This is an optimization exercise on Yosys and OpenROAD, whose aim is small area, a short achievable clock period and few clock cycles per item, not a production implementation. The RTL was checked by simulation tests, not by an equivalence proof against the original design.

Design trans_chroma_pipe, start of the top module:
module trans_chroma_pipe (
  input  logic        clk,
  input  logic        rst_n,
  input  logic        in_valid,
  output logic        in_ready,
  input  logic [7:0]  y_in,
  input  logic [15:0] c_in,
  output logic [7:0]  lut_y,
  output logic        lut_rd_en,
  input  logic [39:0] lut_mean,
  input  logic [39:0] lut_width,
  output logic        out_valid,
  input  logic        out_ready,
  output logic [39:0] out_data
);
For scale: ~2200 cells after synthesis, ~280 flip-flops, about 160 I/O pins, roughly 0.025 mm^2 of cells after synthesis.
clock: 7.0 ns
lec_check: 0
cap_margin: 20
core_margin: 2
core_utilization: 40
cts_buf_list: sky130_fd_sc_hd__clkbuf_16
cts_cluster_diameter: 150
cts_cluster_size: 24
setup_slack_margin: 3.8
slew_margin: 20
standard.sh (not shown) runs the stock make flow with config.mk's settings and CLKGATE_MAP_FILE= SYNTH_SCRIPT=/design/flow/synth_recipe.tcl, a recipe that flattens the netlist after the stock synthesis.
==> flow/flow/run.sh <==
#!/bin/bash
# The standard layout with two changes:
#  - synthesis skips the ABC pass of Yosys's generic "synth" fine stage, so the
#    full adders are extracted from the RTL's own XOR/majority structure
#    (registers are untouched; ORFS's own ABC mapping still runs afterwards);
#  - the port buffers buffer_ports inserts are plain buf_1 cells.
set -euo pipefail
bash standard.sh SYNTH_ARGS=-noabc BUFFER_PORTS_ARGS="-buffer_cell sky130_fd_sc_hd__buf_1" finish > standard.log 2>&1
Testbench counts at the start, summed over its fixed seeds: cycles 16,032, pixels 16,000.
Then changed:
- SETUP_SLACK_MARGIN: 3.8 -> 3.72
After rerunning: The changed run finished clean; final cell count came out lower by 2.7%; die area is unchanged; area after synthesis stays the same; worst hold slack is worse by 0.022 ns; wire length came out lower by 4.2%; utilization came out lower by 1.3 points; synthesized cell count does not change.
Then changed:
- SETUP_SLACK_MARGIN: 3.72 -> 3.65
What happened:
- global-route usage drops by 0.41 points
- flip-flop and latch count is unchanged
- wire length went down by 1.7%

========
## oak
Another version of the RTL of trans_chroma_pipe (not shown whole).
For scale: roughly 280 flip-flops, roughly 0.026 mm^2 of cells after synthesis.
==> flow/config.mk <==
export PLATFORM = sky130hd
export DESIGN_NAME = trans_chroma_pipe
export DESIGN_NICKNAME = trans_chroma_pipe
export VERILOG_FILES = /design/flow/design.v
export SDC_FILE = /design/flow/constraint.sdc
export NUM_CORES = 4
export LEC_CHECK = 0
export CAP_MARGIN = 20
export CORE_MARGIN = 2
export CORE_UTILIZATION = 40
export CTS_BUF_LIST = sky130_fd_sc_hd__clkbuf_8
export SETUP_SLACK_MARGIN = 3.5
export SLEW_MARGIN = 20
==> flow/constraint.sdc <==
create_clock -name core_clock -period 7.0 [get_ports {clk}]
set_input_delay 1.4000 -clock core_clock [delete_from_list [all_inputs] [get_ports {clk}]]
set_output_delay 1.4000 -clock core_clock [all_outputs]
set_load 0.01 [all_outputs]
run.sh (not shown) runs the stock make flow with config.mk's settings and CLKGATE_MAP_FILE= SYNTH_SCRIPT=/design/flow/synth_recipe.tcl, a recipe that flattens the netlist after the stock synthesis.
Stock flow here: none of the scripts above is used.
oak closes out successfully: all stages finished, all timing, DRC and antenna checks passed.
Testbench counts of oak, summed over its fixed seeds: cycles 16,032, pixels 16,000.
diff inputs: oak => pine
Settings: a deleted CTS_BUF_LIST that had been sky130_fd_sc_hd__clkbuf_8.
Notes after the runs:
Number of buffers other than clock buffers in the final layout, oak and pine: lower on oak
Looking at oak and pine, the sequential share of layout area is a wash.
Global-route usage: pine vs oak, no meaningful difference

========
RTL: one of the versions met above, not the one the previous note started from.
Size: roughly 2,200 cells after synthesis, ~160 I/O pins.
## trans_chroma_pipe
module trans_chroma_pipe (
  input  logic        clk,
  input  logic        rst_n,
  input  logic        in_valid,
  output logic        in_ready,
  input  logic [7:0]  y_in,
  input  logic [15:0] c_in,
  output logic [7:0]  lut_y,
  output logic        lut_rd_en,
  input  logic [39:0] lut_mean,
  input  logic [39:0] lut_width,
  output logic        out_valid,
  input  logic        out_ready,
  output logic [39:0] out_data
);
Settings: LEC_CHECK=0, CAP_MARGIN=20, CORE_MARGIN=2, CORE_UTILIZATION=40, SETUP_SLACK_MARGIN=3.5, SLEW_MARGIN=20; clock period 7.0 ns.
standard.sh (not shown) runs the stock make flow with config.mk's settings and CLKGATE_MAP_FILE= SYNTH_SCRIPT=/design/flow/synth_recipe.tcl, a recipe that flattens the netlist after the stock synthesis.
Scripts as last shown in full above: flow/flow/run.sh
The first run finished clean.
Testbench counts at the start, summed over its fixed seeds: cycles 16,032, pixels 16,000.
Edit:
Settings changed: CTS_BUF_LIST set to sky130_fd_sc_hd__clkbuf_16, CTS_CLUSTER_DIAMETER set to 150, CTS_CLUSTER_SIZE set to 24, PLACE_DENSITY set to 0.75, SETUP_SLACK_MARGIN 3.5 to 3.65.
=> Final cell count grows by 0.70%; via count grows by 5.1%; wire length grows by 6.9%; global-route usage grows by 0.85 points; count of clock-buffer cells in the layout shrinks by 28; design area shrinks by 0.62%; fmax grows by 3.0%.
Edit:
Settings changed: PLACE_DENSITY 0.75 to not set, SETUP_SLACK_MARGIN 3.65 to 3.6.
Outcome: Die area stays the same; first-iteration DRC count came out lower by 24%; wire length came out lower by 4.5%; synthesized cell count stays the same; count of clock-buffer cells in the layout does not change; utilization came out lower by 0.24 points; worst setup slack degrades by 68 ps; cell area came out lower by 0.56%; hold slack degrades by 36 ps; via count came out lower by 4.9%.

========
trans_chroma_pipe again, from the RTL that the note above started with.
// trans_chroma_pipe
module trans_chroma_pipe (
  input  logic        clk,
  input  logic        rst_n,
  input  logic        in_valid,
  output logic        in_ready,
  input  logic [7:0]  y_in,
  input  logic [15:0] c_in,
  output logic [7:0]  lut_y,
  output logic        lut_rd_en,
  input  logic [39:0] lut_mean,
  input  logic [39:0] lut_width,
  output logic        out_valid,
  input  logic        out_ready,
  output logic [39:0] out_data
);
==> flow/config.mk <==
export PLATFORM = sky130hd
export DESIGN_NAME = trans_chroma_pipe
export DESIGN_NICKNAME = trans_chroma_pipe
export VERILOG_FILES = /design/flow/design.v
export SDC_FILE = /design/flow/constraint.sdc
export NUM_CORES = 4
export LEC_CHECK = 0
export CAP_MARGIN = 20
export CORE_MARGIN = 2
export CORE_UTILIZATION = 40
export CTS_BUF_LIST = sky130_fd_sc_hd__clkbuf_8
export CTS_CLUSTER_DIAMETER = 100
export CTS_CLUSTER_SIZE = 14
export SETUP_SLACK_MARGIN = 3.65
export SLEW_MARGIN = 20
==> flow/constraint.sdc <==
create_clock -name core_clock -period 7.0 [get_ports {clk}]
set_input_delay 1.4000 -clock core_clock [delete_from_list [all_inputs] [get_ports {clk}]]
set_output_delay 1.4000 -clock core_clock [all_outputs]
set_load 0.01 [all_outputs]
Scripts as last shown in full above: flow/flow/run.sh
The first run finished with timing, DRC and antenna clean.
Testbench counts at the start, summed over its fixed seeds: cycles 16,032, pixels 16,000.
Rerun with:
--- a/flow/config.mk
+++ b/flow/config.mk
@@ -10,6 +10,4 @@
 export CORE_UTILIZATION = 40
 export CTS_BUF_LIST = sky130_fd_sc_hd__clkbuf_8
-export CTS_CLUSTER_DIAMETER = 100
-export CTS_CLUSTER_SIZE = 14
-export SETUP_SLACK_MARGIN = 3.65
+export SETUP_SLACK_MARGIN = 3.8
 export SLEW_MARGIN = 20
Final cell count climbs by a few percent; cell area climbs by a few percent; wire length climbs by a few percent; clock-buffer cell count climbs by 28.

========
Setup of R:
trans_chroma_pipe again, from the RTL that the note above started with.
## trans_chroma_pipe
module trans_chroma_pipe (
  input  logic        clk,
  input  logic        rst_n,
  input  logic        in_valid,
  output logic        in_ready,
  input  logic [7:0]  y_in,
  input  logic [15:0] c_in,
  output logic [7:0]  lut_y,
  output logic        lut_rd_en,
  input  logic [39:0] lut_mean,
  input  logic [39:0] lut_width,
  output logic        out_valid,
  input  logic        out_ready,
  output logic [39:0] out_data
);
export LEC_CHECK = 0
export CAP_MARGIN = 20
export CORE_MARGIN = 2
export CORE_UTILIZATION = 40
export CTS_BUF_LIST = sky130_fd_sc_hd__clkbuf_16
export CTS_CLUSTER_DIAMETER = 150
export CTS_CLUSTER_SIZE = 24
export SETUP_SLACK_MARGIN = 3.65
export SLEW_MARGIN = 20
export TNS_END_PERCENT = 5
create_clock -name core_clock -period 7.0 [get_ports {clk}]
Scripts as last shown in full above: flow/flow/run.sh
Testbench counts of R, summed over its fixed seeds: cycles 16,032, pixels 16,000.
#### Input delta (S over R)
# R
export LEC_CHECK = 0
export CAP_MARGIN = 20
export CORE_MARGIN = 2
export CORE_UTILIZATION = 40
export CTS_BUF_LIST = sky130_fd_sc_hd__clkbuf_16
export CTS_CLUSTER_DIAMETER = 150
export CTS_CLUSTER_SIZE = 24
export SETUP_SLACK_MARGIN = 3.65
export SLEW_MARGIN = 20
export TNS_END_PERCENT = 5
create_clock -name core_clock -period 7.0 [get_ports {clk}]
# S
export LEC_CHECK = 0
export CAP_MARGIN = 20
export CORE_MARGIN = 2
export CORE_UTILIZATION = 40
export SETUP_SLACK_MARGIN = 3.8
export SLEW_MARGIN = 20
create_clock -name core_clock -period 7.0 [get_ports {clk}]
## What came out
- S against R: maximum fanout count along the critical path decreased 4, final critical-path required period fell by 0.080 ns, setup slack rose 0.080 ns, wire length saw an increase.
- From R to S the numbers moved as follows: met2 wirelength from detailed routing rose by 8.5%; maximum frequency rose by 7.4 MHz; post-layout instance area rose by about 8%.

========
Starting RTL as in the previous note.
Design trans_chroma_pipe, start of the top module:
module trans_chroma_pipe (
  input  logic        clk,
  input  logic        rst_n,
  input  logic        in_valid,
  output logic        in_ready,
  input  logic [7:0]  y_in,
  input  logic [15:0] c_in,
  output logic [7:0]  lut_y,
  output logic        lut_rd_en,
  input  logic [39:0] lut_mean,
  input  logic [39:0] lut_width,
  output logic        out_valid,
  input  logic        out_ready,
  output logic [39:0] out_data
);
clock: 7.0 ns
lec_check: 0
cap_margin: 20
core_margin: 2
core_utilization: 40
cts_buf_list: sky130_fd_sc_hd__clkbuf_8
setup_slack_margin: 3.65
slew_margin: 20
Scripts as last shown in full above: flow/flow/run.sh
Testbench counts at the start, summed over its fixed seeds: cycles 16,032, pixels 16,000.
Next try:
- CTS_BUF_LIST: sky130_fd_sc_hd__clkbuf_8 -> sky130_fd_sc_hd__clkbuf_4
- CTS_CLUSTER_SIZE: default -> 20
- SETUP_SLACK_MARGIN: 3.65 -> 3.5
Effect:
- global-route usage came out lower by 0.52 points
- non-clock buffer count goes down by 56
- routed wire length shrinks by 3.7%
- cell count fell by about 0.32%
- critical path depth increases by 4
- setup slack got worse by 0.20 ns
- worst hold slack degrades by 0.028 ns
Next try:
- CTS_BUF_LIST: sky130_fd_sc_hd__clkbuf_4 -> sky130_fd_sc_hd__clkbuf_16
- CTS_CLUSTER_DIAMETER: default -> 150
- CTS_CLUSTER_SIZE: 20 -> 24
- PLACE_DENSITY: default -> 0.5
- SETUP_SLACK_MARGIN: 3.5 -> 3.65
The new run finished with timing, DRC and antenna clean.
Worst setup slack is better by 0.16 ns.
Core utilization rose by 0.66 points.
Cell area grows slightly.
Synthesized cell count stays the same.
Clock-buffer cell count went down by 98.
Clock skew went down by 0.031 ns.

========
before:
trans_chroma_pipe with an RTL version that a note above also has.
Size: roughly 2400 cells after synthesis, about 280 flip-flops, roughly 160 I/O pins, about 26000 um2 of cells after synthesis.
## trans_chroma_pipe
module trans_chroma_pipe (
  input  logic        clk,
  input  logic        rst_n,
  input  logic        in_valid,
  output logic        in_ready,
  input  logic [7:0]  y_in,
  input  logic [15:0] c_in,
  output logic [7:0]  lut_y,
  output logic        lut_rd_en,
  input  logic [39:0] lut_mean,
  input  logic [39:0] lut_width,
  output logic        out_valid,
  input  logic        out_ready,
  output logic [39:0] out_data
);
export LEC_CHECK = 0
export CAP_MARGIN = 20
export CORE_MARGIN = 2
export CORE_UTILIZATION = 40
export SETUP_SLACK_MARGIN = 3.5
export SLEW_MARGIN = 20
create_clock -name core_clock -period 7.0 [get_ports {clk}]
==> flow/flow/run.sh <==
#!/bin/bash
# The standard layout (standard synthesis unchanged), except that the
# port buffers buffer_ports inserts are plain buf_1 cells, not delay buffers.
set -euo pipefail
bash standard.sh BUFFER_PORTS_ARGS="-buffer_cell sky130_fd_sc_hd__buf_1" finish > standard.log 2>&1
Having completed the whole flow, before delivered a layout that passed the timing, DRC and antenna checks.
Testbench counts of before, summed over its fixed seeds: cycles 16,032, pixels 16,000.
Modified inputs, after compared to before
==> flow/flow/run.sh <==
#!/bin/bash
# The standard layout with two changes:
#  - synthesis skips the ABC pass of Yosys's generic "synth" fine stage, so the
#    full adders are extracted from the RTL's own XOR/majority structure
#    (registers are untouched; ORFS's own ABC mapping still runs afterwards);
#  - the port buffers buffer_ports inserts are plain buf_1 cells.
set -euo pipefail
bash standard.sh SYNTH_ARGS=-noabc BUFFER_PORTS_ARGS="-buffer_cell sky130_fd_sc_hd__buf_1" finish > standard.log 2>&1
==> comparison <==
- Diff after and before: worst hold slack lower in before
- after: post-detailed-routing wire length lower than before
- Per the comparison of after with before, data required time of the worst path saw little to no change; smallest setup slack after layout saw an increase.
- Taking before as the reference, in after maximum count of clock buffers along a single path comparable, final critical-path share of the clock period now smaller, met3 routed wirelength now smaller.
- Maximum frequency grows slightly when moving from before to after.
- Iteration-0 DRC count of the detailed router: after > before
- Number of ordinary and repair buffers in the finished layout (before / after): 1.08

========
trans_chroma_pipe with an RTL version that a note above also has.
Size in the first run: roughly 280 flip-flops, ~160 I/O pins, ~0.025 mm^2 of cells after synthesis.
Settings: LEC_CHECK=0, CAP_MARGIN=0, CORE_MARGIN=2, CORE_UTILIZATION=40, CTS_BUF_LIST=sky130_fd_sc_hd__clkbuf_8, SETUP_SLACK_MARGIN=3.65, SLEW_MARGIN=0; clock period 7.0 ns.
==> flow/flow/run.sh <==
#!/bin/bash
# The standard layout with two changes:
#  - synthesis skips the ABC pass of Yosys's generic "synth" fine stage, so the
#    full adders are extracted from the RTL's own XOR/majority structure
#    (registers are untouched; ORFS's own ABC mapping still runs afterwards);
#  - the port buffers buffer_ports inserts are plain buf_1 cells.
set -euo pipefail
bash standard.sh SYNTH_ARGS=-noabc BUFFER_PORTS_ARGS="-buffer_cell sky130_fd_sc_hd__buf_1" finish > standard.log 2>&1
Testbench counts at the start, summed over its fixed seeds: cycles 16,032, pixels 16,000.
==> next run, changes <==
CAP_MARGIN = 20   (was 0)
CTS_BUF_LIST = default   (was sky130_fd_sc_hd__clkbuf_8)
SLEW_MARGIN = 20   (was 0)
After rerunning: The new run finished with timing, DRC and antenna clean; final area is higher by 0.59%; die area stays the same; clock skew is lower by 8.3 ps; non-clock buffer count is higher by 3; wire length hardly moves; maximum frequency is lower by 2.4%.

[separate check: timing with driven ports]
The flow's constraints put no driver on any port. The routed layouts listed below were extracted and timed again, unchanged, in two steps. Step 1, drivers: a clkbuf_16 drives clk and a buf_2 each remaining input, both assumed. Step 2 times the ports against the registers' clock, not the clock port: input delays grow and output delays shrink by t, the midpoint of the rising clock arrivals with the driver on. a / b / c = no drivers / after step 1 / after step 2; a / b = the first two.
| run | shift t [ns] | slack for setup (ns) | worst hold slack (ns) |
|---|---|---|---|
| the first run of note 1 | 0.580 | 3.753 / 3.717 / 3.277 | 0.504 / 0.504 / 0.504 |
| the second run of note 1 | 0.583 | 3.775 / 3.752 / 3.537 | 0.482 / 0.482 / 0.482 |
| the third run of note 1 | 0.576 | 3.740 / 3.718 / 3.470 | 0.477 / 0.477 / 0.477 |
| oak | 0.683 | 3.565 / 3.539 / 3.143 | 0.488 / 0.488 / 0.488 |
| pine | 0.611 | 3.563 / 3.537 / 3.151 | 0.480 / 0.480 / 0.480 |
| the first run of note 3 | 0.591 | 3.581 / 3.566 / 3.496 | 0.457 / 0.457 / 0.457 |
| the second run of note 3 | 0.581 | 3.682 / 3.682 / 3.327 | 0.514 / 0.514 / 0.514 |
| the third run of note 3 | 0.575 | 3.615 / 3.615 / 3.529 | 0.477 / 0.477 / 0.477 |
| the first run of note 4 | 0.672 | 3.721 / 3.721 / 3.456 | 0.478 / 0.478 / 0.478 |
| the second run of note 4 | 0.684 | 3.753 / 3.718 / 3.149 | 0.496 / 0.496 / 0.496 |
| R | 0.577 | 3.673 / 3.651 / 3.530 | 0.477 / 0.477 / 0.477 |
| S | 0.595 | 3.753 / 3.717 / 3.274 | 0.514 / 0.514 / 0.514 |
| the first run of note 6 | 0.698 | 3.742 / 3.720 / 3.436 | 0.468 / 0.468 / 0.468 |
| the second run of note 6 | 0.816 | 3.545 / 3.545 / 3.499 | 0.440 / 0.410 / 0.470 |
| the third run of note 6 | 0.593 | 3.704 / 3.683 / 3.377 | 0.477 / 0.477 / 0.477 |
| before | 0.598 | 3.565 / 3.565 / 3.337 | 0.475 / 0.475 / 0.475 |
| after | 0.598 | 3.576 / 3.576 / 3.423 | 0.496 / 0.496 / 0.496 |
| the first run of note 8 | 0.698 | 3.738 / 3.720 / 3.447 | 0.468 / 0.468 / 0.468 |
| the second run of note 8 | 0.591 | 3.658 / 3.658 / 3.453 | 0.463 / 0.463 / 0.463 |
After both steps setup and hold are still met in every run listed. The setup slack of the second run of note 4, which loses most, moves by -0.035 ns with the drivers and by -0.604 ns with both steps.
